This design comes from an exercise in tuning for small area and a short achievable clock period on the open sky130 flow, not from production work.
Only simulation tests tie the RTL to the original design; equivalence was not proved.
No activity file was given, so power comes from the tool's default toggle rates.

==> flow/design.v <==
module perf_monitor #(
  parameter int          NCORES     = 4,
  parameter int          CNT_W      = 64,
  parameter int          FIFO_DEPTH = 16,
  parameter bit          FINI_ALL   = 1'b1,
  parameter logic [31:0] FINI_CODE  = 32'h0002_0000,
  parameter int          TIMEOUT    = 50000,
  localparam int         CW = (NCORES > 1) ? $clog2(NCORES) : 1
) (
  input  logic                 clk_i,
  input  logic                 rst_i,
  input  logic [NCORES-1:0]    exma_v_i,
  input  logic [NCORES-1:0]    stall_i,
  input  logic [NCORES-1:0]    stall_imem_i,
  input  logic [NCORES-1:0]    ctrl_tsfr_i,
  input  logic [NCORES-1:0]    br_misp_i,
  input  logic [NCORES-1:0]    dbus_wv_i,
  input  logic [32*NCORES-1:0] dbus_addr_i,
  input  logic [32*NCORES-1:0] dbus_wdata_i,
  input  logic                 rd_en_i,
  input  logic [CW-1:0]        rd_core_i,
  input  logic [1:0]           rd_ctr_i,
  input  logic                 wr_en_i,
  input  logic [CW-1:0]        wr_core_i,
  input  logic [1:0]           wr_ctr_i,
  input  logic [CNT_W-1:0]     wr_data_i,
  output logic [CNT_W-1:0]     rd_data_o,
  output logic                 rd_vld_o,
  output logic                 char_vld_o,
  output logic [7:0]           char_o,
  output logic [CW-1:0]        char_core_o,
  input  logic                 char_rdy_i,
  output logic [NCORES-1:0]    done_o,
  output logic                 fini_o,
  output logic                 timeout_o,
  output logic                 overflow_o
);
  localparam int MD = FIFO_DEPTH - 1;            
  localparam int MA = (MD > 1) ? $clog2(MD) : 1;
  localparam int MC = $clog2(MD + 1);
  localparam int EW = CW + 8;
  logic [CNT_W-1:0] mcycle;
  logic [CNT_W-1:0] minstret [NCORES];
  logic [CNT_W-1:0] br_pred  [NCORES];
  logic [CNT_W-1:0] br_misp  [NCORES];
  logic [CNT_W-1:0] wd;
  assign wd = rst_i ? '0 : wr_data_i;
  logic ld_mc;
  assign ld_mc = rst_i || (wr_en_i && wr_ctr_i == 2'd0);
  pm_ctr #(.W(CNT_W)) u_mcycle (.clk_i, .ld_i(ld_mc), .wd_i(wd), .en_i(fini_n), .q_o(mcycle));
  for (genvar c = 0; c < NCORES; c++) begin : g_core
    logic en, ld1, ld2, ld3;
    assign en  = fini_n && done_n[c] && !stall_imem_i[c] && exma_v_i[c];
    assign ld1 = rst_i || (wr_en_i && wr_core_i == c && wr_ctr_i == 2'd1);
    assign ld2 = rst_i || (wr_en_i && wr_core_i == c && wr_ctr_i == 2'd2);
    assign ld3 = rst_i || (wr_en_i && wr_core_i == c && wr_ctr_i == 2'd3);
    pm_ctr #(.W(CNT_W)) u_ret  (.clk_i, .ld_i(ld1), .wd_i(wd), .en_i(en && !stall_i[c]),
                                .q_o(minstret[c]));
    pm_ctr #(.W(CNT_W)) u_pred (.clk_i, .ld_i(ld2), .wd_i(wd), .en_i(en && ctrl_tsfr_i[c]),
                                .q_o(br_pred[c]));
    pm_ctr #(.W(CNT_W)) u_misp (.clk_i, .ld_i(ld3), .wd_i(wd),
                                .en_i(en && ctrl_tsfr_i[c] && br_misp_i[c]), .q_o(br_misp[c]));
  end
  logic [CNT_W-1:0] rd_nx;
  always_comb begin
    logic s_mc;
    s_mc  = rd_en_i && rd_ctr_i == 2'd0;
    rd_nx = ({CNT_W{s_mc}} & mcycle) | ({CNT_W{!rd_en_i}} & rd_data_o);
    for (int c = 0; c < NCORES; c++) begin
      rd_nx = rd_nx
            | ({CNT_W{rd_en_i && rd_core_i == c && rd_ctr_i == 2'd1}} & minstret[c])
            | ({CNT_W{rd_en_i && rd_core_i == c && rd_ctr_i == 2'd2}} & br_pred[c])
            | ({CNT_W{rd_en_i && rd_core_i == c && rd_ctr_i == 2'd3}} & br_misp[c]);
    end
  end
  always_ff @(posedge clk_i) begin
    if (rst_i) begin
      rd_vld_o  <= 1'b0;
      rd_data_o <= '0;
    end else begin
      rd_vld_o  <= rd_en_i;
      rd_data_o <= rd_nx;
    end
  end
  logic [NCORES-1:0] mmio, fin_w, chr_w;
  always_comb begin
    for (int c = 0; c < NCORES; c++) begin
      mmio[c]  = dbus_wv_i[c] && dbus_addr_i[32*c+31] && done_n[c] && fini_n;
      fin_w[c] = mmio[c] && (dbus_wdata_i[32*c +: 32] == FINI_CODE);
      chr_w[c] = mmio[c] && !fin_w[c];
    end
  end
  logic              fini_n;
  logic [NCORES-1:0] done_n;
  logic              fini_nx;
  logic [NCORES-1:0] done_nx;
  assign fini_nx = !fini_n | (FINI_ALL ? (&(~done_n)) : (|(~done_n)));
  assign done_nx = ~done_n | fin_w;
  always_ff @(posedge clk_i) begin
    if (rst_i) begin
      timeout_o <= 1'b0;
      fini_o    <= 1'b0;
      done_o    <= '0;
      fini_n    <= 1'b1;
      done_n    <= '1;
    end else begin
      if (TIMEOUT != 0 && mcycle == TIMEOUT - 1) timeout_o <= 1'b1;
      fini_o <= fini_nx;
      done_o <= done_nx;
      fini_n <= !fini_nx;
      done_n <= ~done_nx;
    end
  end
  logic [NCORES-1:0] slot_v;
  logic [7:0]        slot_d [NCORES];
  logic [NCORES-1:0] rr;
  logic [NCORES-1:0] grant;
  always_comb begin
    for (int c = 0; c < NCORES; c++) begin
      logic hit, blk;
      hit = 1'b0;
      blk = 1'b0;
      for (int d = 0; d < NCORES; d++) begin
        if (rr[(c - d + NCORES) % NCORES] && !blk) hit = 1'b1;
        blk = blk | slot_v[(c - d - 1 + NCORES) % NCORES];
      end
      grant[c] = slot_v[c] && hit;
    end
  end
  logic          win_v;
  logic [CW-1:0] win;
  logic [7:0]    win_d;
  always_comb begin
    win_v = |slot_v;
    win   = '0;
    win_d = '0;
    for (int c = 0; c < NCORES; c++) begin
      if (grant[c]) win = win | CW'(c);
      win_d = win_d | ({8{grant[c]}} & slot_d[c]);
    end
  end
  logic [EW-1:0] head;      
  logic          hv;        
  logic [MD-1:0][EW-1:0] mem;
  logic [MA-1:0] wp, rp;
  logic [MC-1:0] mcnt;      
  logic mem_e, full, pop, push, to_head, to_mem, from_mem;
  assign mem_e    = (mcnt == '0);
  assign full     = hv && (mcnt == MC'(MD));
  assign pop      = hv && char_rdy_i;
  assign push     = win_v && (!full || pop);
  assign from_mem = pop && !mem_e;
  assign to_head  = win_v && (!hv || (char_rdy_i && mem_e));
  assign to_mem   = push && hv && !(char_rdy_i && mem_e);
  logic [MC-1:0] mcnt_inc, mcnt_dec;
  assign mcnt_inc = mcnt + 1'b1;
  assign mcnt_dec = mcnt - 1'b1;
  logic [EW-1:0] new_e;
  assign new_e = {win, win_d};
  logic [NCORES-1:0] drain;
  assign drain = push ? grant : '0;
  always_ff @(posedge clk_i) begin
    if (rst_i) begin
      slot_v     <= '0;
      rr         <= NCORES'(1);
      overflow_o <= 1'b0;
    end else begin
      if (push) rr <= {grant[NCORES-2:0], grant[NCORES-1]};
      slot_v <= chr_w | (slot_v & ~drain);
      if (|(chr_w & slot_v & ~drain)) overflow_o <= 1'b1;
    end
  end
  always_ff @(posedge clk_i) begin
    for (int c = 0; c < NCORES; c++)
      if (!slot_v[c] || drain[c]) slot_d[c] <= dbus_wdata_i[32*c +: 8];
  end
  always_ff @(posedge clk_i) begin
    for (int i = 0; i < MD; i++)
      if (to_mem && wp == MA'(i)) mem[i] <= new_e;
  end
  always_ff @(posedge clk_i) begin
    if (rst_i) begin
      hv   <= 1'b0;
      head <= '0;
      wp   <= '0;
      rp   <= '0;
      mcnt <= '0;
    end else begin
      if (from_mem)     head <= mem[rp];
      else if (to_head) head <= new_e;
      else if (pop)     head <= '0;
      hv <= to_head || (hv && !(pop && mem_e));
      if (to_mem)   wp <= (wp == MA'(MD - 1)) ? '0 : wp + 1'b1;
      if (from_mem) rp <= (rp == MA'(MD - 1)) ? '0 : rp + 1'b1;
      if (to_mem && !from_mem)      mcnt <= mcnt_inc;
      else if (from_mem && !to_mem) mcnt <= mcnt_dec;
    end
  end
  always_ff @(posedge clk_i) begin
    if (rst_i) char_vld_o <= 1'b0;
    else       char_vld_o <= to_head || (hv && !(pop && mem_e));
  end
  assign {char_core_o, char_o} = head;
endmodule
module pm_ctr #(
  parameter int W  = 64,
  parameter int SW = 16
) (
  input  logic         clk_i,
  input  logic         ld_i,
  input  logic [W-1:0] wd_i,
  input  logic         en_i,
  output logic [W-1:0] q_o
);
  localparam int NS = W / SW;
  logic [NS-1:0] ones;      
  logic [NS-1:0] se;        
  logic [W-1:0]  c;         
  always_comb begin
    se[0] = en_i;
    for (int s = 1; s < NS; s++) se[s] = se[s-1] & ones[s-1];
  end
  for (genvar s = 0; s < NS; s++) begin : g_seg
    logic [SW-1:0] qs;
    logic [SW/4-1:0] g4;
    assign qs = q_o[SW*s +: SW];
    for (genvar k = 0; k < SW/4; k++) begin : g_g4
      assign g4[k] = &qs[4*k +: 4];
    end
    for (genvar i = 0; i < SW; i++) begin : g_bit
      localparam int K = i / 4;
      localparam logic [SW/4-1:0] GM = (SW/4)'((64'd1 << K) - 1);
      localparam logic [SW-1:0]   QM = SW'(((64'd1 << i) - 1) & ~((64'd1 << (4*K)) - 1));
      assign c[SW*s + i] = se[s] & (&(g4 | ~GM)) & (&(qs | ~QM));
    end
    if (s < NS - 1) begin : g_ones
      always_ff @(posedge clk_i) begin
        if (ld_i)       ones[s] <= &wd_i[SW*s +: SW];
        else if (se[s]) ones[s] <= (qs == {{(SW-1){1'b1}}, 1'b0});
      end
    end else begin : g_last
      assign ones[s] = 1'b0;
    end
  end
  always_ff @(posedge clk_i) begin
    q_o <= ld_i ? wd_i : q_o ^ c;
  end
endmodule
==> flow/flow/run.sh <==
#!/bin/bash
# Standard layout with these changes:
#  - slow wide OR/AND/NOR cells and the adder cells are on the don't-use list,
#    so synthesis (and repair) build the logic from faster cells;
#  - ports are buffered with buf_2 cells;
#  - clock tree: larger sink clusters and no dummy loads (fewer clock buffers).
set -euo pipefail
DU="$(cat flow/dont_use.txt)"
bash standard.sh "DONT_USE_CELLS=$DU" \
  "BUFFER_PORTS_ARGS=-buffer_cell sky130_fd_sc_hd__buf_2" \
  "CTS_ARGS=-sink_clustering_enable -repair_clock_nets -dont_use_dummy_load -sink_clustering_size 24 -sink_clustering_max_diameter 100" \
  finish > flow_make.log 2>&1
==> flow/flow/dont_use.txt <==
 sky130_fd_sc_hd__probe_p_8 sky130_fd_sc_hd__probec_p_8 sky130_fd_sc_hd__lpflow_bleeder_1 sky130_fd_sc_hd__lpflow_clkbufkapwr_1 sky130_fd_sc_hd__lpflow_clkbufkapwr_16 sky130_fd_sc_hd__lpflow_clkbufkapwr_2 sky130_fd_sc_hd__lpflow_clkbufkapwr_4 sky130_fd_sc_hd__lpflow_clkbufkapwr_8 sky130_fd_sc_hd__lpflow_clkinvkapwr_1 sky130_fd_sc_hd__lpflow_clkinvkapwr_16 sky130_fd_sc_hd__lpflow_clkinvkapwr_2 sky130_fd_sc_hd__lpflow_clkinvkapwr_4 sky130_fd_sc_hd__lpflow_clkinvkapwr_8 sky130_fd_sc_hd__lpflow_decapkapwr_12 sky130_fd_sc_hd__lpflow_decapkapwr_3 sky130_fd_sc_hd__lpflow_decapkapwr_4 sky130_fd_sc_hd__lpflow_decapkapwr_6 sky130_fd_sc_hd__lpflow_decapkapwr_8 sky130_fd_sc_hd__lpflow_inputiso0n_1 sky130_fd_sc_hd__lpflow_inputiso0p_1 sky130_fd_sc_hd__lpflow_inputiso1n_1 sky130_fd_sc_hd__lpflow_inputiso1p_1 sky130_fd_sc_hd__lpflow_inputisolatch_1 sky130_fd_sc_hd__lpflow_isobufsrc_1 sky130_fd_sc_hd__lpflow_isobufsrc_16 sky130_fd_sc_hd__lpflow_isobufsrc_2 sky130_fd_sc_hd__lpflow_isobufsrc_4 sky130_fd_sc_hd__lpflow_isobufsrc_8 sky130_fd_sc_hd__lpflow_isobufsrckapwr_16 sky130_fd_sc_hd__lpflow_lsbuf_lh_hl_isowell_tap_1 sky130_fd_sc_hd__lpflow_lsbuf_lh_hl_isowell_tap_2 sky130_fd_sc_hd__lpflow_lsbuf_lh_hl_isowell_tap_4 sky130_fd_sc_hd__lpflow_lsbuf_lh_isowell_4 sky130_fd_sc_hd__lpflow_lsbuf_lh_isowell_tap_1 sky130_fd_sc_hd__lpflow_lsbuf_lh_isowell_tap_2 sky130_fd_sc_hd__lpflow_lsbuf_lh_isowell_tap_4 sky130_fd_sc_hd__or4_1 sky130_fd_sc_hd__or4_2 sky130_fd_sc_hd__or4_4 sky130_fd_sc_hd__or4b_1 sky130_fd_sc_hd__or4b_2 sky130_fd_sc_hd__or4b_4 sky130_fd_sc_hd__or4bb_1 sky130_fd_sc_hd__or4bb_2 sky130_fd_sc_hd__or4bb_4 sky130_fd_sc_hd__or3_1 sky130_fd_sc_hd__or3_2 sky130_fd_sc_hd__or3_4 sky130_fd_sc_hd__or3b_1 sky130_fd_sc_hd__or3b_2 sky130_fd_sc_hd__or3b_4 sky130_fd_sc_hd__and4_1 sky130_fd_sc_hd__and4_2 sky130_fd_sc_hd__and4_4 sky130_fd_sc_hd__and4b_1 sky130_fd_sc_hd__and4b_2 sky130_fd_sc_hd__and4b_4 sky130_fd_sc_hd__and4bb_1 sky130_fd_sc_hd__and4bb_2 sky130_fd_sc_hd__and4bb_4 sky130_fd_sc_hd__nor4_1 sky130_fd_sc_hd__nor4_2 sky130_fd_sc_hd__nor4_4 sky130_fd_sc_hd__nor4b_1 sky130_fd_sc_hd__nor4b_2 sky130_fd_sc_hd__nor4b_4 sky130_fd_sc_hd__nor4bb_1 sky130_fd_sc_hd__nor4bb_2 sky130_fd_sc_hd__nor4bb_4 sky130_fd_sc_hd__ha_1 sky130_fd_sc_hd__ha_2 sky130_fd_sc_hd__ha_4 sky130_fd_sc_hd__fa_1 sky130_fd_sc_hd__fa_2 sky130_fd_sc_hd__fa_4 sky130_fd_sc_hd__fah_1 sky130_fd_sc_hd__fahcin_1 sky130_fd_sc_hd__fahcon_1 sky130_fd_sc_hd__maj3_1 sky130_fd_sc_hd__maj3_2 sky130_fd_sc_hd__maj3_4
==> flow/standard.sh <==
#!/bin/bash
# synth_recipe.tcl (not shown) runs the flow's synth.tcl, then flattens the netlist and writes it again
# the make line also repeats each setting of config.mk as NAME=value (left out here)
make -C /OpenROAD-flow-scripts/flow DESIGN_CONFIG=/design/flow/config.mk WORK_HOME=/design/flow/orfs CLKGATE_MAP_FILE= SYNTH_SCRIPT=/design/flow/synth_recipe.tcl "${@:-finish}"
==> flow/config.mk <==
export PLATFORM = sky130hd
export DESIGN_NAME = perf_monitor
export DESIGN_NICKNAME = perf_monitor
export VERILOG_FILES = /design/flow/design.v
export SDC_FILE = /design/flow/constraint.sdc
export NUM_CORES = 4
export LEC_CHECK = 0
export CAP_MARGIN = 20
export CORE_MARGIN = 2
export CORE_UTILIZATION = 60
export SETUP_SLACK_MARGIN = 2.0
export SLEW_MARGIN = 20
export TNS_END_PERCENT = 5
==> flow/constraint.sdc <==
create_clock -name core_clock -period 4.0 [get_ports {clk_i}]
set_input_delay 0.8000 -clock core_clock [delete_from_list [all_inputs] [get_ports {clk_i}]]
set_output_delay 0.8000 -clock core_clock [all_outputs]
set_load 0.01 [all_outputs]
==> results of run 1 <==
-- path summary, 6_finish.rpt --
check / from / end / slack [ns] / cells past startpoint
worst max register to register: fini_n / g_core[1].u_ret.q_o[44] / 1.69 / 9
worst min register to register: head[6] / head[6] / 0.50 / 1
worst max-delay path: rd_ctr_i[0] / rd_data_o[16] / 1.68 / 7
worst min-delay path: dbus_wdata_i[38] / slot_d[1][6] / 0.25 / 1
-- registers in the layout (all words and copies together), names as in the netlist, 10 cells and up --
signal	flops
g_core.u_misp.q_o	256
g_core.u_pred.q_o	256
g_core.u_ret.q_o	256
mem	150
rd_data_o	64
u_mcycle.q_o	64
slot_d	32
g_core.u_misp.ones	12
g_core.u_pred.ones	12
g_core.u_ret.ones	12
head	10
-- cell families after synthesis --
family,after synthesis,synth area share [%]
simple gates,2822,21.5
compound gates,1422,18.3
flops,1161,42.2
xor+xnor,821,11.9
buf+inv,660,4.18
mux,63,1.83
-- metal layers --
layer  GRT usage, %  wire length, um  vias to the layer above
li1               -                -                    25400
met1           61.5            91400                    27100
met2           60.9            95300                     3570
met3           10.6            31600                      595
met5              0              104                        -
met4           17.5            11500                       16
-- power by group through the flow --
stage,combinational [mW],clock [mW],sequential [mW]
floorplan,1.04,0,12.7
global placement,1.70,0,12.9
detailed placement,1.73,0,12.9
CTS,1.83,6.32,12.6
global route,2.05,6.71,12.7
finish,1.97,6.33,12.6
-- synthesized netlist by cell type (23+ instances only) --
| cell type | number | area share, % |
|---|---|---|
| sky130_fd_sc_hd__xor2_1 | 350 | 5.1 |
| sky130_fd_sc_hd__nand3_1 | 272 | 2.3 |
| sky130_fd_sc_hd__and2_1 | 66 | 0.68 |
| sky130_fd_sc_hd__mux2i_1 | 25 | 0.41 |
| sky130_fd_sc_hd__mux4_2 | 38 | 1.4 |
| sky130_fd_sc_hd__nor2_1 | 1244 | 7.7 |
| sky130_fd_sc_hd__nor2b_1 | 28 | 0.29 |
| sky130_fd_sc_hd__a22oi_1 | 178 | 2.2 |
| sky130_fd_sc_hd__and3_1 | 197 | 2.0 |
| sky130_fd_sc_hd__nand2b_1 | 40 | 0.41 |
| sky130_fd_sc_hd__a222oi_1 | 136 | 2.3 |
| sky130_fd_sc_hd__inv_1 | 122 | 0.76 |
| sky130_fd_sc_hd__nand4_1 | 217 | 2.3 |
| sky130_fd_sc_hd__xnor2_1 | 471 | 6.8 |
| sky130_fd_sc_hd__dfxtp_1 | 940 | 31 |
| sky130_fd_sc_hd__edfxtp_1 | 221 | 11 |
| sky130_fd_sc_hd__o21ai_0 | 58 | 0.48 |
| sky130_fd_sc_hd__nor3_1 | 144 | 1.2 |
| sky130_fd_sc_hd__a41oi_1 | 64 | 0.93 |
| sky130_fd_sc_hd__a211oi_1 | 818 | 10 |
| sky130_fd_sc_hd__nor3b_1 | 23 | 0.29 |
| sky130_fd_sc_hd__nand2_1 | 526 | 3.3 |
| sky130_fd_sc_hd__a21oi_1 | 55 | 0.46 |
| sky130_fd_sc_hd__clkbuf_1 | 484 | 3.0 |
| sky130_fd_sc_hd__o2111a_1 | 50 | 0.93 |
| sky130_fd_sc_hd__buf_1 | 28 | 0.17 |
-- stage by stage --
stage	worst slack (ns)	utilization, %	hold WS [ns]
final	1.68	67.7	0.250
after global routing	1.68	67.7	0.221
after CTS	1.75	67.0	0.224
after detailed placement	0.492	63.6	0.474
after global placement	-0.0491	63.6	0.473
after floorplan	1.73	-	0.455
-- repair_timing --
action / in CTS / in global routing
pin swaps: 116 / 29
setup endpoints to repair: 1334 / 1270
hold endpoints to repair: 0 / 0
gates cloned: 7 / 5
resized for setup: 163 / 79
buffers inserted: 120 / 36
-- worst register-to-register path, cell delays in order, from the launching register on --
cell and delay [ns]:
sky130_fd_sc_hd__dfxtp_4 0.46, sky130_fd_sc_hd__nand4b_4 0.21, sky130_fd_sc_hd__buf_6 0.22, sky130_fd_sc_hd__nor3b_4 0.23, sky130_fd_sc_hd__buf_12 0.21, sky130_fd_sc_hd__nand4_1 0.14
sky130_fd_sc_hd__buf_4 0.22, sky130_fd_sc_hd__nor3_1 0.23, sky130_fd_sc_hd__xnor2_1 0.09, sky130_fd_sc_hd__a211oi_1 0.24
-- layout make-up --
type	count	area (um2)
Tap cell	1298	1620
Antenna cell	9	22.5
Timing Repair Buffer	629	5100
Clock buffer	54	1350
Multi-Input combinational cell	5131	33600
Inverter	122	458
Sequential cell	1161	25500
Fill cell	8161	32200
==> flow_metrics.tcl, run 1 <==
set metrics [dict create \
    run_status "no timing/DRC/antenna violations" \
    worst_path_largest_cell_delay_ns 0.87 \
    synth_seq_cells 1161 \
    yosysUniqueCellTypes 59 \
    final.setup.tns_ns 0 \
    rows 116 \
    grt_pass1_wl_mm 332 \
    fin_cells 8404 \
    asyncSetResetFlopFracSynth_pct 0 \
    synth_to_layout_area_growth_pct 12.1 \
    die_height_um 321 \
    part_of_the_total_power_dissipated_in_the_clock_network_pct 30.2 \
    vias_per_cell 6.74 \
    combPwrFrac_pct 9.4 \
    critPathLaunchType "primary input" \
    cp.required_ns 4.64 \
    placement.cell_area_um2 63500 \
    slowest_stage_cell_on_the_critical_path "sky130_fd_sc_hd__nor2_2" \
    routability_cong 0.991 \
    cts_hold_buffers 0 \
    worst_ep_arrival_time_ns 2.96 \
    synth_cells 6949 \
    cts_made_buffers 54 \
    cts.root.buffer_cell "sky130_fd_sc_hd__clkbuf_16" \
    maxClockFrequency_ghz 0.431 \
    period_share_pct 58.0 \
    internal_power_mw 15.3 \
    syn-num-nets 7306 \
    synth_warnings 8 \
    grt_start_max_net_pins 145 \
    layout_common_cells "sky130_fd_sc_hd__nor2_1 (1,211), sky130_fd_sc_hd__dfxtp_1 (934), sky130_fd_sc_hd__a211oi_1 (817)" \
    dp_cells 8173 \
    synth_edf_count 221 \
    synthFlopType "sky130_fd_sc_hd__dfxtp_1" \
    number_of_i_o_port_buffers 315 \
    first_pass_iteration_count_of_the_detailed_router 10 \
    start_to_end_type_of_the_worst_setup_path "primary input to flip-flop" \
    cp_max_fo 12 \
    cts_tree "done" \
    h_tree_levels 2 \
    clk_pin_slew_ns 0.10 \
    hold_path_class "primary input to flip-flop" \
    floorplan.initialDensity_pct 60.4 \
    cellPowerDensity_nw_per_um2 310 \
    clock_skew_ns 0.0749 \
    routed_wl_mm 230 \
    grt_setup_unrepaired "yes" \
    total_vias_in_the_final_route 56700 \
    maximum_buffer_depth_of_the_clock_tree 3 \
    grt_overflow 0 \
    timing.max_cap.violations 0 \
    sw_frac_of_total_pct 26.8 \
    share_seq_of_total_power_pct 60.4 \
    wire_per_inst_um 27.4 \
    ant_nets_after_route 0 \
    dr.first_iter.drc_count 9382 \
    worst_ir_drop_vdd_uv 324 \
    synth_area_um2 60300 \
    die-width_um 321 \
    post_route_cells_drive_above_1_share_pct 13.3 \
    drc 0 \
    finalMaxSlewViolations 0 \
    first_global_vias 50400 \
    layout_commonest_cell "sky130_fd_sc_hd__nor2_1" \
    max_slew_margin_pct 24.7 \
    switchingPower_mw 5.62 \
    ordered_list_of_cells_on_the_worst_path "buf_2 > nand2b_4 > buf_4 > nor2_2 > a22oi_1 > o2111a_1 > a41oi_1" \
    synth-seq-area-share_pct 42.2 \
    finalNetCount 7456 \
    cts.sink_count 1161 \
    cp-end-kind "flip-flop" \
    initial_antenna_violation_count 19 \
    boundaryPins 440 \
    fin_total_pwr_mw 20.9 \
    design.core.area_um2 99900 \
    die_area_um2 103000 \
    synth_area_per_cell_um2 8.68 \
    timing_hold_violations_final 0 \
    final_design_area_no_fill_um2 67600 \
    tightestPinTransition_ns 1.13 \
    p_leak_nw 22.3 \
    finalSetupViolCount 0 \
    final_worst_path_period_need_ns 2.32 \
    insertion_delay_ns 0.74 \
    timing.critical_path.buf_inv 2 \
    track_usage_pct 42.7 \
    critPathTopFamily "simple AND/OR/NAND/NOR gates" \
    dp.final_hpwl_mm 153 \
]
==> run 2, diff against run 1 <==
--- a/flow/config.mk
+++ b/flow/config.mk
@@ -9,3 +9,3 @@
 export CORE_MARGIN = 2
-export CORE_UTILIZATION = 60
+export CORE_UTILIZATION = 70
 export SETUP_SLACK_MARGIN = 2.0
==> flow_metrics.tcl, run 2 <==
set metrics [dict create \
    cts.sink_count 1161 \
    grt_setup_unrepaired "yes" \
    maxClockFrequency_ghz 0.413 \
    finalSetupViolCount 0 \
    synth_area_um2 60300 \
    worst_ep_arrival_time_ns 2.85 \
    start_to_end_type_of_the_worst_setup_path "primary input to flip-flop" \
    yosys.area.top_type "sky130_fd_sc_hd__dfxtp_1" \
    p_leak_nw 22.1 \
    period_share_pct 60.5 \
    final.setup.tns_ns 0 \
    timing_hold_violations_final 0 \
    initial_antenna_violation_count 30 \
    synth_cells 6949 \
    finalNetCount 7432 \
    synth_warnings 8 \
    synth_top_cells_by_area "sky130_fd_sc_hd__dfxtp_1 (31%), sky130_fd_sc_hd__edfxtp_1 (11%), sky130_fd_sc_hd__a211oi_1 (10%)" \
    timing.critical_path.buf_inv 2 \
    cts_made_buffers 54 \
    synth_area_per_cell_um2 8.68 \
    first_pass_iteration_count_of_the_detailed_router 13 \
    met3_wire_len_mm 37.0 \
    synth_seq_cells 1161 \
    grt_overflow 0 \
    number_of_i_o_port_buffers 315 \
    finalMaxSlewViolations 0 \
    dp_cells 7981 \
    routed_wl_mm 225 \
    floorplan.initialDensity_pct 70.7 \
    boundaryPins 440 \
    synthFlopType "sky130_fd_sc_hd__dfxtp_1" \
    first_global_vias 52900 \
    die-width_um 298 \
    placement.cell_area_um2 62900 \
    dp.final_hpwl_mm 145 \
    netlist_top_cells_count "sky130_fd_sc_hd__nor2_1 (1,244), sky130_fd_sc_hd__dfxtp_1 (940), sky130_fd_sc_hd__a211oi_1 (818)" \
    slowest_stage_cell_on_the_critical_path "sky130_fd_sc_hd__nor2b_2" \
    run_status "no timing/DRC/antenna violations" \
    tightestPinTransition_ns 1.20 \
    die_area_um2 88500 \
    die_height_um 298 \
    grt_start_max_net_pins 209 \
    layout_common_cells "sky130_fd_sc_hd__nor2_1 (1,212), sky130_fd_sc_hd__dfxtp_1 (929), sky130_fd_sc_hd__a211oi_1 (809)" \
    synth_to_layout_area_growth_pct 11.6 \
    cellPowerDensity_nw_per_um2 310 \
    critPathTopFamily "simple AND/OR/NAND/NOR gates" \
    post_route_cells_drive_above_1_share_pct 13.2 \
    dr.max_layer_used "met5" \
    critPathLaunchType "primary input" \
    ant_nets_after_route 0 \
    clock_skew_ns 0.0691 \
    grt_pass1_wl_mm 323 \
    synth_top_area_share_pct 31.2 \
    vias_per_cell 7.11 \
    ordered_list_of_cells_on_the_worst_path "buf_2 > nor2b_2 > and2_1 > nor2_1 > buf_4 > nand4_1 > o21ai_0" \
    design.core.area_um2 85300 \
    h_tree_levels 2 \
    detailroute.wirelength.met2_mm 92.7 \
    wirelength_met1_mm 79.8 \
    drc 0 \
    timing.max_cap.violations 0 \
    postLayoutSetupSlackWorst_ns 1.58 \
    hold_path_class "primary input to flip-flop" \
    worst_ir_drop_vdd_uv 419 \
    reg.largest.list "g_core.u_misp.q_o: 256 flops, g_core.u_pred.q_o: 256 flops, g_core.u_ret.q_o: 256 flops" \
    cts.root.buffer_cell "sky130_fd_sc_hd__clkbuf_16" \
    max_slew_margin_pct 20.2 \
    asyncSetResetFlopFracSynth_pct 0 \
    worst_setup_slack_post_dpl_ns 0.644 \
    maximum_buffer_depth_of_the_clock_tree 3 \
    cp-end-kind "flip-flop" \
    routability_cong 1.01 \
    total_vias_in_the_final_route 58600 \
    wire_per_inst_um 27.3 \
    rows 107 \
    fin_cells 8239 \
    synth_edf_count 221 \
    cp.required_ns 4.43 \
    track_usage_pct 47.2 \
    clk_pin_slew_ns 0.10 \
    cts_hold_buffers 0 \
    synth-seq-area-share_pct 42.2 \
    cts_tree "done" \
    worst_path_largest_cell_delay_ns 0.49 \
    cp_max_fo 9 \
    dr.first_iter.drc_count 10400 \
    syn-num-nets 7306 \
    final_worst_path_period_need_ns 2.42 \
    insertion_delay_ns 0.68 \
    layout_commonest_cell "sky130_fd_sc_hd__nor2_1" \
    yosysUniqueCellTypes 59 \
    final_design_area_no_fill_um2 67300 \
    yosysMostFrequentCell "sky130_fd_sc_hd__nor2_1" \
]
[run 2: what timing repair did]
action / CTS / global route
hold endpoints to repair: 0 / 0
setup buffers: 109 / 58
pin swaps: 77 / 37
cloned: 5 / 10
endpoints found under the setup margin: 1325 / 1219
gates resized for setup: 150 / 102
[run 2: cell families (layout without fill, tap and decap cells)]
group           count (synthesis)  in the layout  synth area share (%)
xor+xnor                      821            821                  11.9
simple gates                 2822           2824                  21.5
compound gates               1422           1422                  18.3
buf+inv                       660            782                  4.18
mux                            63             63                  1.83
flops                        1161           1161                  42.2
other cells                     0             22                     0
[run 2: through the flow]
stage	hold slack, ns	util (%)	power, mW
finish	0.308	78.9	20.9
CTS	0.301	77.6	20.5
global route	0.313	78.9	21.2
detailed placement	0.463	73.8	14.5
floorplan	0.455	-	13.8
global placement	0.469	73.8	14.5
[run 2: final cells by class]
cell class / instances / area (um2)
diodes: 22 / 55.1
clock buffers: 54 / 1350
fillers: 5888 / 18000
inverters: 122 / 458
multi-input cells: 5130 / 33600
flip-flops and latches: 1161 / 25500
well taps: 1144 / 1430
repair buffers: 606 / 4890
[run 2: metal layers]
| metal | vias to the layer above | GRT usage, % |
|---|---|---|
| li1 | 25400 | - |
| met1 | 27700 | 62.8 |
| met2 | 4465 | 68.4 |
| met3 | 1005 | 15.0 |
| met4 | 22 | 24.9 |
| met5 | - | 0 |
[run 2: where the power goes]
part	internal [mW]	switching, mW
combinational	0.651	1.29
clock	2.42	3.87
sequential	12.2	0.400
[run 2: path summary, 6_finish.rpt]
path                            start                       end  slack, ns  cells after the start
max                      wr_core_i[1]  g_core[2].u_misp.ones[1]       1.58                      7
min                  dbus_wdata_i[34]              slot_d[1][2]       0.31                      1
max reg2reg  g_core[1].u_misp.ones[0]  g_core[1].u_misp.q_o[63]       1.69                      6
min reg2reg                   head[4]                   head[4]       0.50                      1
==> run 3, diff against run 2 <==
--- a/flow/config.mk
+++ b/flow/config.mk
@@ -7,5 +7,6 @@
 export LEC_CHECK = 0
+export ABC_AREA = 1
 export CAP_MARGIN = 20
 export CORE_MARGIN = 2
-export CORE_UTILIZATION = 70
+export CORE_UTILIZATION = 45
 export SETUP_SLACK_MARGIN = 2.0
==> flow_metrics.tcl, run 3 <==
set metrics [dict create \
    worst_ep_arrival_time_ns 3.07 \
    timing.max_cap.violations 0 \
    syn-num-nets 8879 \
    worst_ir_drop_vdd_uv 290 \
    first_element_of_the_critical_path "rd_en_i" \
    synth_cells 8522 \
    cts.root.buffer_cell "sky130_fd_sc_hd__clkbuf_16" \
    crit-reg2reg-launch "g_core[3].u_pred.q_o[40]" \
    slowest_stage_cell_on_the_critical_path "sky130_fd_sc_hd__buf_4" \
    synth_area_per_cell_um2 7.08 \
    synth_area_um2 60300 \
    part_of_the_total_power_dissipated_in_the_clock_network_pct 27.7 \
    finalSetupViolCount 0 \
    rows 134 \
    die_height_um 370 \
    number_of_i_o_port_buffers 315 \
    hold_ws_ns 0.274 \
    track_usage_pct 37.6 \
    cts_made_buffers 55 \
    cts.sink_count 1161 \
    final_design_area_no_fill_um2 67800 \
    yosys.area.top_type "sky130_fd_sc_hd__dfxtp_1" \
    run_status "no timing/DRC/antenna violations" \
    synth_warnings 8 \
    synth_top_area_share_pct 31.2 \
    cp.required_ns 4.66 \
    maxClockFrequency_ghz 0.415 \
    first_pass_iteration_count_of_the_detailed_router 6 \
    start_to_end_type_of_the_worst_setup_path "primary input to flip-flop" \
    sw_frac_of_total_pct 30.8 \
    ordered_list_of_cells_on_the_worst_path "buf_2 > nand3_1 > nor2_4 > buf_4 > nand2_1 > o2111ai_1 > nor3_1 > a21oi_1" \
    hold_path_class "primary input to flip-flop" \
    clock_skew_ns 0.0367 \
    grt_start_max_net_pins 113 \
    switchingPower_mw 7.22 \
    grt_pass1_wl_mm 376 \
    layout_commonest_cell "sky130_fd_sc_hd__nand2_1" \
    maximum_buffer_depth_of_the_clock_tree 3 \
    design.core.area_um2 133000 \
    final.setup.tns_ns 0 \
    reg.largest.list "g_core.u_misp.q_o: 256 flops, g_core.u_pred.q_o: 256 flops, g_core.u_ret.q_o: 256 flops" \
    asyncSetResetFlopFracSynth_pct 0 \
    clk_pin_slew_ns 0.11 \
    wire_per_inst_um 25.3 \
    yosysMostFrequentCell "sky130_fd_sc_hd__nand2_1" \
    synth_seq_cells 1161 \
    post_route_cells_drive_above_1_share_pct 11.0 \
    dp.final_hpwl_mm 193 \
    cts_hold_buffers 0 \
    dr.first_iter.drc_count 7778 \
    netlist_top_cells_count "sky130_fd_sc_hd__nand2_1 (2,234), sky130_fd_sc_hd__inv_1 (961), sky130_fd_sc_hd__dfxtp_1 (940)" \
    total_vias_in_the_final_route 61700 \
    finalMaxSlewViolations 0 \
    first_global_vias 54700 \
    synthFlopType "sky130_fd_sc_hd__dfxtp_1" \
    layout_common_cells "sky130_fd_sc_hd__nand2_1 (2,194), sky130_fd_sc_hd__inv_1 (931), sky130_fd_sc_hd__dfxtp_1 (927)" \
    tightestPinTransition_ns 1.21 \
    routed_wl_mm 267 \
    cts_tree "done" \
    boundaryPins 440 \
    combPwrFrac_pct 14.7 \
    timing_hold_violations_final 0 \
    critPathLaunchType "primary input" \
    die_area_um2 137000 \
    drc 0 \
    insertion_delay_ns 0.73 \
    placement.cell_area_um2 64000 \
    synth_edf_count 221 \
    synth-seq-area-share_pct 42.2 \
    internal_power_mw 16.2 \
    final_worst_path_period_need_ns 2.41 \
    yosysUniqueCellTypes 53 \
    vias_per_cell 5.85 \
    synth_top_cells_by_area "sky130_fd_sc_hd__dfxtp_1 (31%), sky130_fd_sc_hd__nand2_1 (14%), sky130_fd_sc_hd__edfxtp_1 (11%)" \
    fin_total_pwr_mw 23.4 \
    initial_antenna_violation_count 23 \
    die-width_um 370 \
    worst_path_largest_cell_delay_ns 0.81 \
    p_leak_nw 27.6 \
    cellPowerDensity_nw_per_um2 346 \
    cp-end-kind "flip-flop" \
    grt_overflow 0 \
    cp_max_fo 43 \
    ant_nets_after_route 0 \
    h_tree_levels 2 \
    synth_to_layout_area_growth_pct 12.3 \
    max_slew_margin_pct 18.7 \
    routability_cong 1.00 \
    finalNetCount 9126 \
    grt_setup_unrepaired "yes" \
    share_seq_of_total_power_pct 57.6 \
    hold_start "dbus_wdata_i[69]" \
    floorplan.initialDensity_pct 45.3 \
    period_share_pct 60.3 \
]
[run 3: cell families (layout without fill, tap and decap cells)]
family | Yosys count | in the layout | synth area share [%]
flops | 1161 | 1161 | 42.2
buf+inv | 1365 | 1609 | 8.68
compound gates | 1486 | 1486 | 14.1
simple gates | 4097 | 4098 | 29.0
other cells | 0 | 13 | 0
xor+xnor | 413 | 413 | 6.00
[run 3: worst max-delay path, delay by kind of cell]
family                 cells  cell delay [ns]
buffers and inverters      2             1.03
AO/OA/AOI/OAI              2             0.36
AND/OR/NAND/NOR            4             0.85
[run 3: final cells by class]
| type | count | area (um2) |
|---|---|---|
| multi-input combinational | 5997 | 30800 |
| inverter | 1000 | 3930 |
| sequential | 1161 | 25500 |
| antenna | 13 | 32.5 |
| fill | 13300 | 65500 |
| clock buffer | 55 | 1380 |
| tap | 1768 | 2210 |
| timing repair buffer | 554 | 3970 |
[run 3: what timing repair did]
| action | CTS | global route |
|---|---|---|
| buffers inserted | 63 | 52 |
| pin swaps | 49 | 40 |
| gates cloned | 0 | 5 |
| setup endpoints to repair | 1251 | 1295 |
| resized for setup | 157 | 162 |
[run 3: power groups by stage]
stage	combinational, mW	clock, mW	sequential, mW
5_1_grt	3.71	6.87	13.6
3_3_place_gp	3.15	0	13.7
6_report	3.44	6.50	13.5
3_5_place_dp	3.20	0	13.7
2_1_floorplan	1.97	0	13.5
4_1_cts	3.26	6.53	13.5
[run 3: per-stage QoR]
step	worst slack, ns	std cells	util (%)
2_1_floorplan	1.84	8522	-
3_3_place_gp	0.750	10400	48.0
3_5_place_dp	0.724	10400	48.0
4_1_cts	1.45	10500	50.0
5_1_grt	1.63	10500	50.8
6_report	1.59	10500	50.8
[run 3: worst paths after layout]
check | end | slack (ns) | cells past startpoint
worst min-delay path | slot_d[2][5] | 0.27 | 1
worst min register to register | timeout_o | 0.46 | 2
worst max register to register | g_core[3].u_pred.q_o[47] | 1.67 | 8
worst max-delay path | rd_data_o[12] | 1.59 | 8
[run 3: routing by layer]
| layer | track usage, % | vias up | wire [um] |
|---|---|---|---|
| li1 | - | 28500 | - |
| met1 | 50.2 | 29100 | 106000 |
| met2 | 56.5 | 3411 | 112000 |
| met3 | 7.80 | 688 | 30400 |
| met4 | 20.7 | 10 | 18400 |
| met5 | 0 | - | 64 |
==> run 4, diff against run 3 <==
--- a/flow/config.mk
+++ b/flow/config.mk
@@ -7,3 +7,2 @@
 export LEC_CHECK = 0
-export ABC_AREA = 1
 export CAP_MARGIN = 20
==> flow_metrics.tcl, run 4 <==
set metrics [dict create \
    run_status "no timing/DRC/antenna violations" \
    yosys.area.top_type "sky130_fd_sc_hd__dfxtp_1" \
    yosysMostFrequentCell "sky130_fd_sc_hd__nor2_1" \
    hold_path_class "primary input to flip-flop" \
    design.core.area_um2 133000 \
    layout_common_cells "sky130_fd_sc_hd__nor2_1 (1,216), sky130_fd_sc_hd__dfxtp_1 (934), sky130_fd_sc_hd__a211oi_1 (817)" \
    p_leak_nw 21.5 \
    timing.max_cap.violations 0 \
    syn-num-nets 7306 \
    synth_edf_count 221 \
    cp.required_ns 4.61 \
    die_area_um2 137000 \
    synth_top_area_share_pct 31.2 \
    cellPowerDensity_nw_per_um2 313 \
    boundaryPins 440 \
    synth_to_layout_area_growth_pct 11.1 \
    cts_made_buffers 56 \
    dr.first_iter.drc_count 7415 \
    filler_cell_count 12500 \
    first_pass_iteration_count_of_the_detailed_router 10 \
    finalMaxSlewViolations 0 \
    critPathLaunchType "flip-flop" \
    worst_ir_drop_vdd_uv 373 \
    synth_warnings 8 \
    maximum_buffer_depth_of_the_clock_tree 3 \
    timing_hold_violations_final 0 \
    asyncSetResetFlopFracSynth_pct 0 \
    vias_per_cell 6.29 \
    netlist_top_cells_count "sky130_fd_sc_hd__nor2_1 (1,244), sky130_fd_sc_hd__dfxtp_1 (940), sky130_fd_sc_hd__a211oi_1 (818)" \
    finalNetCount 7366 \
    grt_overflow 0 \
    routed_wl_mm 232 \
    cp_max_fo 7 \
    h_tree_levels 2 \
    ant_nets_after_route 0 \
    post_route_cells_drive_above_1_share_pct 11.7 \
    reg_to_reg_end "g_core[2].u_misp.q_o[46]" \
    track_usage_pct 32.9 \
    maxClockFrequency_ghz 0.421 \
    synthFlopType "sky130_fd_sc_hd__dfxtp_1" \
    period_share_pct 59.4 \
    synth_seq_cells 1161 \
    wire_per_inst_um 26.4 \
    fin_total_pwr_mw 21.0 \
    crit-reg2reg-launch "fini_n" \
    insertion_delay_ns 0.74 \
    finalSetupViolCount 0 \
    tightestPinTransition_ns 0.979 \
    cts_tree "done" \
    die-width_um 370 \
    final.setup.tns_ns 0 \
    cts_hold_buffers 0 \
    synth_area_um2 60300 \
    clock_skew_ns 0.0761 \
    routability_cong 0.945 \
    cp-end-kind "flip-flop" \
    grt_start_max_net_pins 168 \
    rows 134 \
    dp.final_hpwl_mm 157 \
    max_slew_margin_pct 34.7 \
    start_to_end_type_of_the_worst_setup_path "flip-flop to flip-flop" \
    multiInputGateArea_um2 33300 \
    clk_pin_slew_ns 0.10 \
    number_of_i_o_port_buffers 315 \
    regToRegSetupSlack_ns 1.62 \
    die_height_um 370 \
    depth_of_the_worst_register_to_register_path 11 \
    grt_setup_unrepaired "yes" \
    cts.root.buffer_cell "sky130_fd_sc_hd__clkbuf_16" \
    cts.sink_count 1161 \
    final_worst_path_period_need_ns 2.38 \
    synth-seq-area-share_pct 42.2 \
    synth_cells 6949 \
    area.sequential_um2 25500 \
    drc 0 \
    worst_ep_arrival_time_ns 2.98 \
    synth_top_cells_by_area "sky130_fd_sc_hd__dfxtp_1 (31%), sky130_fd_sc_hd__edfxtp_1 (11%), sky130_fd_sc_hd__a211oi_1 (10%)" \
    first_global_vias 50700 \
    layout_commonest_cell "sky130_fd_sc_hd__nor2_1" \
    synth_area_per_cell_um2 8.68 \
    floorplan.initialDensity_pct 45.3 \
    reg.largest.list "g_core.u_misp.q_o: 256 flops, g_core.u_pred.q_o: 256 flops, g_core.u_ret.q_o: 256 flops" \
    worst_setup_path_endpoint "g_core[2].u_misp.q_o[46]" \
    total_vias_in_the_final_route 55300 \
    yosysUniqueCellTypes 59 \
    first_element_of_the_critical_path "fini_n" \
    initial_antenna_violation_count 25 \
    grt_pass1_wl_mm 341 \
]
## run 4: cell types whose count changed in the layout (fill, tap and decap cells not counted), moves of 117 or more
cell and delta:
sky130_fd_sc_hd__nand3_1 -331, sky130_fd_sc_hd__o22ai_1 -172, sky130_fd_sc_hd__nand2_1 -1687, sky130_fd_sc_hd__and3_1 +186, sky130_fd_sc_hd__inv_1 -810, sky130_fd_sc_hd__a211oi_1 +816
sky130_fd_sc_hd__xnor2_1 +360, sky130_fd_sc_hd__a222oi_1 +136, sky130_fd_sc_hd__nor2_1 +545, sky130_fd_sc_hd__a22oi_1 +117, sky130_fd_sc_hd__o21ai_0 -782
## run 4: worst max-delay path, stage by stage, from the launching register on
cell and delay [ns]:
sky130_fd_sc_hd__dfxtp_4 0.43, sky130_fd_sc_hd__buf_12 0.16, sky130_fd_sc_hd__nand4b_4 0.10, sky130_fd_sc_hd__buf_12 0.16, sky130_fd_sc_hd__nor3_4 0.19, sky130_fd_sc_hd__buf_12 0.16
sky130_fd_sc_hd__buf_12 0.17, sky130_fd_sc_hd__buf_4 0.14, sky130_fd_sc_hd__nand3_4 0.16, sky130_fd_sc_hd__nand2b_4 0.22, sky130_fd_sc_hd__xor2_1 0.13, sky130_fd_sc_hd__a211oi_1 0.24
## run 4: logic make-up (layout without fill, tap and decap cells)
logic type | count (synthesis) | count (layout) | share of synthesized area [%]
buf+inv | 660 | 716 | 4.18
mux | 63 | 63 | 1.83
simple gates | 2822 | 2823 | 21.5
other cells | 0 | 8 | 0
xor+xnor | 821 | 821 | 11.9
compound gates | 1422 | 1423 | 18.3
flops | 1161 | 1161 | 42.2
## run 4: how the worst min path moves through the flow
stage / startpoint / end / slack, ns / depth (start not counted)
floorplan: rr[3] / rr[3] / 0.45 / 2
global placement: rr[3] / rr[3] / 0.47 / 2
detailed placement: rr[3] / rr[3] / 0.48 / 2
CTS: dbus_wdata_i[37] / slot_d[1][5] / 0.22 / 1
global route: dbus_wdata_i[96] / slot_d[3][0] / 0.23 / 1
finish: dbus_wdata_i[96] / slot_d[3][0] / 0.25 / 1
## run 4: cell type report
| cell class | instances | share of cell area (%) |
|---|---|---|
| Multi-Input combinational cell | 5130 | 49.8 |
| Antenna cell | 8 | 0.0299 |
| Inverter | 122 | 0.685 |
| Clock buffer | 56 | 2.09 |
| Tap cell | 1768 | 3.30 |
| Timing Repair Buffer | 538 | 6.13 |
| Sequential cell | 1161 | 38.0 |
## run 4: timing repair
| item | CTS | global route |
|---|---|---|
| pin swaps | 46 | 26 |
| gates resized for setup | 91 | 41 |
| cloned | 5 | 2 |
| setup buffers | 79 | 16 |
| endpoints found under the setup margin | 1312 | 1268 |
## run 4: metal layers
| metal | global-route usage (%) | vias up | wire length (um) | share of wire (%) |
|---|---|---|---|---|
| li1 | - | 25200 | - | - |
| met1 | 46.3 | 26700 | 96200 | 41 |
| met2 | 49.2 | 2834 | 100000 | 43 |
| met3 | 7.57 | 455 | 26400 | 11 |
| met4 | 11.3 | 28 | 9360 | 4.0 |
| met5 | 0 | - | 162 | 0.070 |
## run 4: power breakdown
part | switching, mW | total (mW) | internal (mW)
Combinational | 1.26 | 1.87 | 0.612
Sequential | 0.402 | 12.6 | 12.2
Clock | 3.99 | 6.49 | 2.50
## run 4: through the flow
stage | hold WS (ns) | utilization (%) | std cells | instance area (um2) | worst slack, ns
global placement | 0.474 | 47.9 | 8617 | 63900 | 0.646
global route | 0.230 | 50.3 | 8776 | 67000 | 1.58
detailed placement | 0.476 | 47.9 | 8617 | 63900 | 0.629
finish | 0.252 | 50.3 | 8783 | 67000 | 1.62
floorplan | 0.455 | - | 6949 | 60700 | 1.73
CTS | 0.215 | 50.0 | 8757 | 66700 | 1.70
==> run 5, diff against run 4 <==
--- a/flow/design.v
+++ b/flow/design.v
@@ -41,2 +41,5 @@
   localparam int EW = CW + 8;
+  logic              fini_n;
+  logic [NCORES-1:0] done_n;
+  logic [NCORES-1:0] act;
   logic [CNT_W-1:0] mcycle;
@@ -52,3 +55,3 @@
     logic en, ld1, ld2, ld3;
-    assign en  = fini_n && done_n[c] && !stall_imem_i[c] && exma_v_i[c];
+    assign en  = act[c] && !stall_imem_i[c] && exma_v_i[c];
     assign ld1 = rst_i || (wr_en_i && wr_core_i == c && wr_ctr_i == 2'd1);
@@ -87,3 +90,3 @@
     for (int c = 0; c < NCORES; c++) begin
-      mmio[c]  = dbus_wv_i[c] && dbus_addr_i[32*c+31] && done_n[c] && fini_n;
+      mmio[c]  = dbus_wv_i[c] && dbus_addr_i[32*c+31] && act[c];
       fin_w[c] = mmio[c] && (dbus_wdata_i[32*c +: 32] == FINI_CODE);
@@ -92,4 +95,2 @@
   end
-  logic              fini_n;
-  logic [NCORES-1:0] done_n;
   logic              fini_nx;
@@ -105,2 +106,3 @@
       done_n    <= '1;
+      act       <= '1;
     end else begin
@@ -111,2 +113,3 @@
       done_n <= ~done_nx;
+      act    <= ~done_nx & {NCORES{!fini_nx}};
     end
--- a/flow/config.mk
+++ b/flow/config.mk
@@ -10,3 +10,3 @@
 export CORE_UTILIZATION = 45
-export SETUP_SLACK_MARGIN = 2.0
+export SETUP_SLACK_MARGIN = 2.2
 export SLEW_MARGIN = 20
==> flow_metrics.tcl, run 5 <==
set metrics [dict create \
    combPwrFrac_pct 9.6 \
    synthFlopType "sky130_fd_sc_hd__dfxtp_1" \
    sw_frac_of_total_pct 27.2 \
    initial_antenna_violation_count 18 \
    synth_edf_count 221 \
    cts_hold_buffers 0 \
    final_worst_path_period_need_ns 2.20 \
    worst_ir_drop_vdd_uv 442 \
    final.setup.tns_ns 0 \
    tightestPinTransition_ns 1.04 \
    start_to_end_type_of_the_worst_setup_path "primary input to flip-flop" \
    number_of_i_o_port_buffers 315 \
    ant_nets_after_route 0 \
    detailroute.wirelength.met2_mm 103 \
    synthAdderAreaFrac_pct 0 \
    clk_pin_slew_ns 0.10 \
    max_slew_margin_pct 31.0 \
    synth_top_area_share_pct 31.2 \
    dominant_combinational_cell_family_by_area_after_synthesis "simple AND/OR/NAND/NOR gates" \
    switchingPower_mw 5.78 \
    asyncSetResetFlopFracSynth_pct 0 \
    finalNetCount 7424 \
    maxClockFrequency_ghz 0.455 \
    wirelength_met1_mm 100 \
    met3_wire_len_mm 27.2 \
    run_status "no timing/DRC/antenna violations" \
    part_of_the_total_power_dissipated_in_the_clock_network_pct 30.8 \
    finalSetupViolCount 0 \
    post_route_cells_drive_above_1_share_pct 14.2 \
    period_share_pct 54.9 \
    synth_to_layout_area_growth_pct 13.3 \
    synth_top_cells_by_area "sky130_fd_sc_hd__dfxtp_1 (31%), sky130_fd_sc_hd__edfxtp_1 (11%), sky130_fd_sc_hd__a211oi_1 (10%)" \
    floorplan.initialDensity_pct 45.3 \
    synthXorXnorAreaFrac_pct 12.0 \
    synth-seq-area-share_pct 42.2 \
    cp-end-kind "flip-flop" \
    cp_max_fo 9 \
    worst_ep_arrival_time_ns 2.62 \
    internal_power_mw 15.5 \
    die_height_um 371 \
    layout_common_cells "sky130_fd_sc_hd__nor2_1 (1,154), sky130_fd_sc_hd__dfxtp_1 (918), sky130_fd_sc_hd__a211oi_1 (806)" \
    vias_per_cell 6.32 \
    insertion_delay_ns 0.78 \
    cts_tree "done" \
    cts_made_buffers 56 \
    reg.largest.list "g_core.u_misp.q_o: 256 flops, g_core.u_pred.q_o: 256 flops, g_core.u_ret.q_o: 256 flops" \
    yosys.area.top_type "sky130_fd_sc_hd__dfxtp_1" \
    post_synth_mux_area_share_pct 1.63 \
    yosysUniqueCellTypes 67 \
    grt_start_max_net_pins 191 \
    dr.first_iter.drc_count 7739 \
    maximum_buffer_depth_of_the_clock_tree 3 \
    total_vias_in_the_final_route 55900 \
    layout_commonest_cell "sky130_fd_sc_hd__nor2_1" \
    first_pass_iteration_count_of_the_detailed_router 9 \
    synth_compound_area_share_pct 18.2 \
    synth_seq_cells 1165 \
    grt_setup_unrepaired "yes" \
    rows 134 \
    routed_wl_mm 241 \
    timing.max_cap.violations 0 \
    synth_cells 6934 \
    dr.max_layer_used "met5" \
    finalMaxSlewViolations 0 \
    design.core.area_um2 133000 \
    h_tree_levels 2 \
    syn-num-nets 7291 \
    first_global_vias 50300 \
    synth_warnings 8 \
    cp.required_ns 4.42 \
    routability_cong 0.932 \
    dp.final_hpwl_mm 159 \
    cellPowerDensity_nw_per_um2 310 \
    share_of_synthesized_cell_area_in_and_or_nand_and_nor_gates_pct 21.6 \
    boundaryPins 440 \
    synth_area_um2 60500 \
    grt_overflow 0 \
    clock_skew_ns 0.107 \
    synth_area_per_cell_um2 8.73 \
    cts.sink_count 1165 \
    p_leak_nw 22.7 \
    drc 0 \
    timing_hold_violations_final 0 \
    postLayoutSetupSlackWorst_ns 1.80 \
    share_seq_of_total_power_pct 59.6 \
    hold_path_class "primary input to flip-flop" \
    track_usage_pct 32.8 \
    die_area_um2 137000 \
    critPathLaunchType "primary input" \
    cts.root.buffer_cell "sky130_fd_sc_hd__clkbuf_16" \
    yosysMostFrequentCell "sky130_fd_sc_hd__nor2_1" \
    grt_pass1_wl_mm 339 \
    worst_setup_slack_post_dpl_ns 0.704 \
    wire_per_inst_um 27.2 \
    die-width_um 371 \
    netlist_top_cells_count "sky130_fd_sc_hd__nor2_1 (1,197), sky130_fd_sc_hd__dfxtp_1 (944), sky130_fd_sc_hd__a211oi_1 (818)" \
]
## run 5: cell types whose count changed in the layout (fill, tap and decap cells not counted), sizes merged, moves of 20 or more
cell | previous run | this run
xor2 | 350 | 428
xnor2 | 471 | 400
buf | 534 | 594
nor2 | 1245 | 1200
a22o | 15 | 51
nand3 | 273 | 309
o2111a | 50 | 21
a22oi | 178 | 158
## run 5: final timing paths
| check | start | endpoint | slack, ns | cells past startpoint |
|---|---|---|---|---|
| max | wr_ctr_i[0] | g_core[3].u_ret.ones[2] | 1.80 | 7 |
| min | dbus_wdata_i[2] | slot_d[0][2] | 0.21 | 1 |
| max reg2reg | act[0] | g_core[0].u_misp.q_o[46] | 1.84 | 8 |
| min reg2reg | done_n[3] | done_o[3] | 0.48 | 1 |
## run 5: area by class of cell
| type | instances | area [um2] |
|---|---|---|
| Antenna cell | 15 | 37.5 |
| Timing Repair inverter | 4 | 30.0 |
| Sequential cell | 1165 | 25600 |
| Timing Repair Buffer | 607 | 5060 |
| Multi-Input combinational cell | 5107 | 33700 |
| Clock buffer | 56 | 1400 |
| Fill cell | 12500 | 64900 |
| Inverter | 126 | 504 |
| Tap cell | 1768 | 2210 |
## run 5: metrics by stage
stage,instances,cell area [um2],utilization [%],power (mW),hold slack (ns)
floorplan,6934,60600,-,13.8,0.445
finish,8848,68500,51.4,21.3,0.213
global placement,8626,64000,48.0,14.7,0.479
detailed placement,8626,64000,48.0,14.7,0.473
global route,8837,68500,51.3,21.8,0.201
CTS,8761,67000,50.2,21.1,0.184
## run 5: cell families (layout without fill, tap and decap cells)
family | after synthesis | in the layout
buffers and inverters | 666 | 793
XOR/XNOR | 828 | 828
AND/OR/NAND/NOR | 2781 | 2784
other | 0 | 15
flip-flops | 1165 | 1165
AO/OA/AOI/OAI | 1437 | 1438
multiplexers | 57 | 57
## run 5: routing by layer
layer / vias up / track usage, %
met1: 27100 / 47.3
met3: 491 / 5.80
met2: 2910 / 48.9
met5: - / 0
met4: 12 / 11.7
li1: 25400 / -
## run 5: critical path, stage by stage
cell                      delay (ns)
sky130_fd_sc_hd__buf_2          0.19
sky130_fd_sc_hd__nand2_1        0.18
sky130_fd_sc_hd__nor2_4         0.08
sky130_fd_sc_hd__buf_4          0.19
sky130_fd_sc_hd__and3_1         0.26
sky130_fd_sc_hd__nor2_1         0.61
sky130_fd_sc_hd__o21ai_0        0.31
## run 5: repair_timing
action,4_1_cts,5_1_grt
endpoints found under the setup margin,1344,1374
resized for setup,186,148
gates cloned,8,16
setup buffers,71,56
pin swaps,42,79
## run 5: power by group through the flow
stage               sequential, mW  combinational (mW)  clock, mW
global placement              12.9                1.75          0
global route                  12.7                2.15       6.94
CTS                           12.7                1.91       6.56
detailed placement            12.9                1.77          0
finish                        12.7                2.04       6.54
floorplan                     12.8                1.05          0
==> run 6, diff against run 5 <==
--- a/flow/config.mk
+++ b/flow/config.mk
@@ -10,3 +10,4 @@
 export CORE_UTILIZATION = 45
-export SETUP_SLACK_MARGIN = 2.2
+export PLACE_DENSITY = 0.75
+export SETUP_SLACK_MARGIN = 2.0
 export SLEW_MARGIN = 20
==> flow_metrics.tcl, run 6 <==
set metrics [dict create \
    run_status "no timing/DRC/antenna violations" \
    asyncSetResetFlopFracSynth_pct 0 \
    die_height_um 371 \
    grt_start_max_net_pins 210 \
    sw_frac_of_total_pct 26.8 \
    cts_made_buffers 56 \
    worst_ir_drop_vdd_uv 320 \
    post_route_cells_drive_above_1_share_pct 13.0 \
    synth_to_layout_area_growth_pct 11.7 \
    worstHoldPathCells 1 \
    cts_hold_buffers 0 \
    reg_to_reg_end "timeout_o" \
    initial_antenna_violation_count 24 \
    wire_per_inst_um 26.2 \
    first_global_vias 51900 \
    die-width_um 371 \
    synth_area_um2 60500 \
    timing.max_cap.violations 0 \
    cts.root.buffer_cell "sky130_fd_sc_hd__clkbuf_16" \
    area.sequential_um2 25600 \
    grt_pass1_wl_mm 327 \
    dr.first_iter.drc_count 8820 \
    synth_edf_count 221 \
    boundaryPins 440 \
    die_area_um2 137000 \
    share_seq_of_total_power_pct 60.2 \
    yosysMostFrequentCell "sky130_fd_sc_hd__nor2_1" \
    grt_setup_unrepaired "yes" \
    synth_cells 6934 \
    drc 0 \
    dp_cells 8602 \
    vias_per_cell 6.49 \
    maxClockFrequency_ghz 0.420 \
    netlist_top_cells_count "sky130_fd_sc_hd__nor2_1 (1,197), sky130_fd_sc_hd__dfxtp_1 (944), sky130_fd_sc_hd__a211oi_1 (818)" \
    ant_nets_after_route 0 \
    finalNetCount 7382 \
    final_design_area_no_fill_um2 67600 \
    insertion_delay_ns 0.77 \
    placement.cell_area_um2 63800 \
    yosys.area.top_type "sky130_fd_sc_hd__dfxtp_1" \
    rows 134 \
    combPwrFrac_pct 9.3 \
    design.core.area_um2 133000 \
    fin_total_pwr_mw 21.1 \
    number_of_i_o_port_buffers 315 \
    yosysUniqueCellTypes 67 \
    cts.sink_count 1165 \
    floorplan.initialDensity_pct 45.3 \
    max_slew_margin_pct 19.5 \
    internal_power_mw 15.4 \
    synth_seq_cells 1165 \
    layout_common_cells "sky130_fd_sc_hd__nor2_1 (1,158), sky130_fd_sc_hd__dfxtp_1 (932), sky130_fd_sc_hd__a211oi_1 (816)" \
    p_leak_nw 22.3 \
    reg.largest.list "g_core.u_misp.q_o: 256 flops, g_core.u_pred.q_o: 256 flops, g_core.u_ret.q_o: 256 flops" \
    timing_hold_violations_final 0 \
    period_share_pct 59.5 \
    cp.required_ns 4.59 \
    worst_ep_arrival_time_ns 2.98 \
    fin_cells 8802 \
    cp-end-kind "flip-flop" \
    track_usage_pct 30.9 \
    routability_cong 0.964 \
    final.setup.tns_ns 0 \
    hold_ws_ns 0.216 \
    dp.final_hpwl_mm 150 \
    min_delay_worst_endpoint "slot_d[3][1]" \
    crit-reg2reg-launch "u_mcycle.q_o[9]" \
    regToRegSetupSlack_ns 1.62 \
    first_pass_iteration_count_of_the_detailed_router 11 \
    hold_path_class "primary input to flip-flop" \
    grt_overflow 0 \
    synthFlopType "sky130_fd_sc_hd__dfxtp_1" \
    filler_cell_count 12200 \
    critPathLaunchType "flip-flop" \
    part_of_the_total_power_dissipated_in_the_clock_network_pct 30.5 \
    layout_commonest_cell "sky130_fd_sc_hd__nor2_1" \
    switchingPower_mw 5.65 \
    cellPowerDensity_nw_per_um2 312 \
    clk_pin_slew_ns 0.10 \
    synth_top_area_share_pct 31.2 \
    hold_start "dbus_wdata_i[97]" \
    routed_wl_mm 231 \
    maximum_buffer_depth_of_the_clock_tree 3 \
    final_worst_path_period_need_ns 2.38 \
    h_tree_levels 2 \
    synth_top_cells_by_area "sky130_fd_sc_hd__dfxtp_1 (31%), sky130_fd_sc_hd__edfxtp_1 (11%), sky130_fd_sc_hd__a211oi_1 (10%)" \
    synth_area_per_cell_um2 8.73 \
    cts_tree "done" \
    cp_max_fo 4 \
    finalSetupViolCount 0 \
    synth-seq-area-share_pct 42.2 \
    clock_skew_ns 0.158 \
    start_to_end_type_of_the_worst_setup_path "flip-flop to flip-flop" \
    multiInputGateArea_um2 33400 \
    finalMaxSlewViolations 0 \
    synth_warnings 8 \
    tightestPinTransition_ns 1.21 \
    depth_of_the_worst_register_to_register_path 6 \
    total_vias_in_the_final_route 57100 \
    syn-num-nets 7291 \
]
## run 6: metrics by stage
stage	worst slack (ns)	utilization [%]
after global placement	0.625	47.8
after CTS	1.79	49.7
final	1.62	50.6
after global routing	1.71	50.6
after floorplan	1.67	-
after detailed placement	0.490	47.8
## run 6: how the worst max path moves through the flow
stage | from | to | slack [ns] | cells after the start
final | u_mcycle.q_o[9] | timeout_o | 1.62 | 6
after global routing | act[1] | g_core[1].u_pred.q_o[63] | 1.71 | 7
after CTS | rd_data_o[63] | rd_data_o[63] | 1.79 | 1
after detailed placement | rst_i | g_core[2].u_pred.ones[0] | 0.49 | 6
after global placement | rst_i | g_core[0].u_ret.ones[0] | 0.62 | 6
after floorplan | char_rdy_i | mem[60] | 1.67 | 5
## run 6: logic make-up after synthesis
| kind of cell | after synthesis | synth area share, % |
|---|---|---|
| AND/OR/NAND/NOR | 2781 | 21.6 |
| buffers and inverters | 666 | 4.31 |
| AO/OA/AOI/OAI | 1437 | 18.2 |
| flip-flops | 1165 | 42.2 |
| multiplexers | 57 | 1.63 |
| XOR/XNOR | 828 | 12.0 |
## run 6: layout make-up
cell class / instances / share of cell area (%)
multi-input cells: 5107 / 49.5
repair inverters: 1 / 0.00741
clock buffers: 56 / 2.07
flip-flops and latches: 1165 / 37.8
repair buffers: 568 / 6.57
well taps: 1768 / 3.27
diodes: 11 / 0.0407
inverters: 126 / 0.700
## run 6: layer usage
metal  global-route usage, %  vias to the layer above  share of wire (%)  routed length [um]
met2                    45.8                     3770                 42               96900
met1                    40.6                    27300                 37               85200
met4                    18.7                       20                7.4               17200
met3                    7.73                      833                 14               31500
met5                       0                        -              0.066                 152
li1                        -                    25200                  -                   -
## run 6: power by group through the flow
| stage | registers, mW | clock network [mW] | logic, mW |
|---|---|---|---|
| CTS | 12.6 | 6.41 | 1.80 |
| detailed placement | 12.9 | 0 | 1.73 |
| floorplan | 12.8 | 0 | 1.04 |
| global placement | 12.9 | 0 | 1.69 |
| finish | 12.7 | 6.43 | 1.96 |
| global route | 12.7 | 6.78 | 2.04 |
## run 6: critical path: stages (launching register included)
cell and delay (ns):
sky130_fd_sc_hd__dfxtp_1 0.44, sky130_fd_sc_hd__nand2_1 0.44, sky130_fd_sc_hd__nor3_1 0.34, sky130_fd_sc_hd__nand3_2 0.36, sky130_fd_sc_hd__nor3_2 0.49, sky130_fd_sc_hd__a31oi_1 0.14, sky130_fd_sc_hd__nor2_1 0.12
## run 6: what timing repair did
action,in CTS,in global routing
pin swaps,48,40
resized for setup,118,128
setup buffers,66,47
setup endpoints to repair,1220,1189
cloned,3,17

[static timing again, ports no longer ideal]
No port has a modelled driver above. Below, the same layouts with a new extraction and two added sets of constraints.
Step 1 sets driving cells, clkbuf_16 on the clock port and buf_2 on the other inputs (assumed; they add their load-dependent delay and slew).
Step 2 also shifts input and output timing later by t, the mid clock arrival at the registers, as if the neighbouring blocks saw the same clock.
a / b / c = no drivers / after step 1 / after step 2; a / b = the first two.
| run | shift t [ns] | slack for setup (ns) | worst setup path after step 2 |
|---|---|---|---|
| run 1 | 0.786 | 1.682 / 1.638 / 0.852 | input to register |
| run 2 | 0.726 | 1.579 / 1.468 / 0.742 | input to register |
| run 3 | 0.791 | 1.589 / 1.587 / 0.833 | input to register |
| run 4 | 0.786 | 1.623 / 1.623 / 0.857 | input to register |
| run 5 | 0.803 | 1.804 / 1.706 / 0.903 | input to register |
| run 6 | 0.771 | 1.618 / 1.618 / 0.972 | input to register |
After both steps setup and hold are still met in every run listed. For run 5, which loses most, drivers alone change the setup slack by -0.098 ns; drivers and shift together by -0.901 ns.
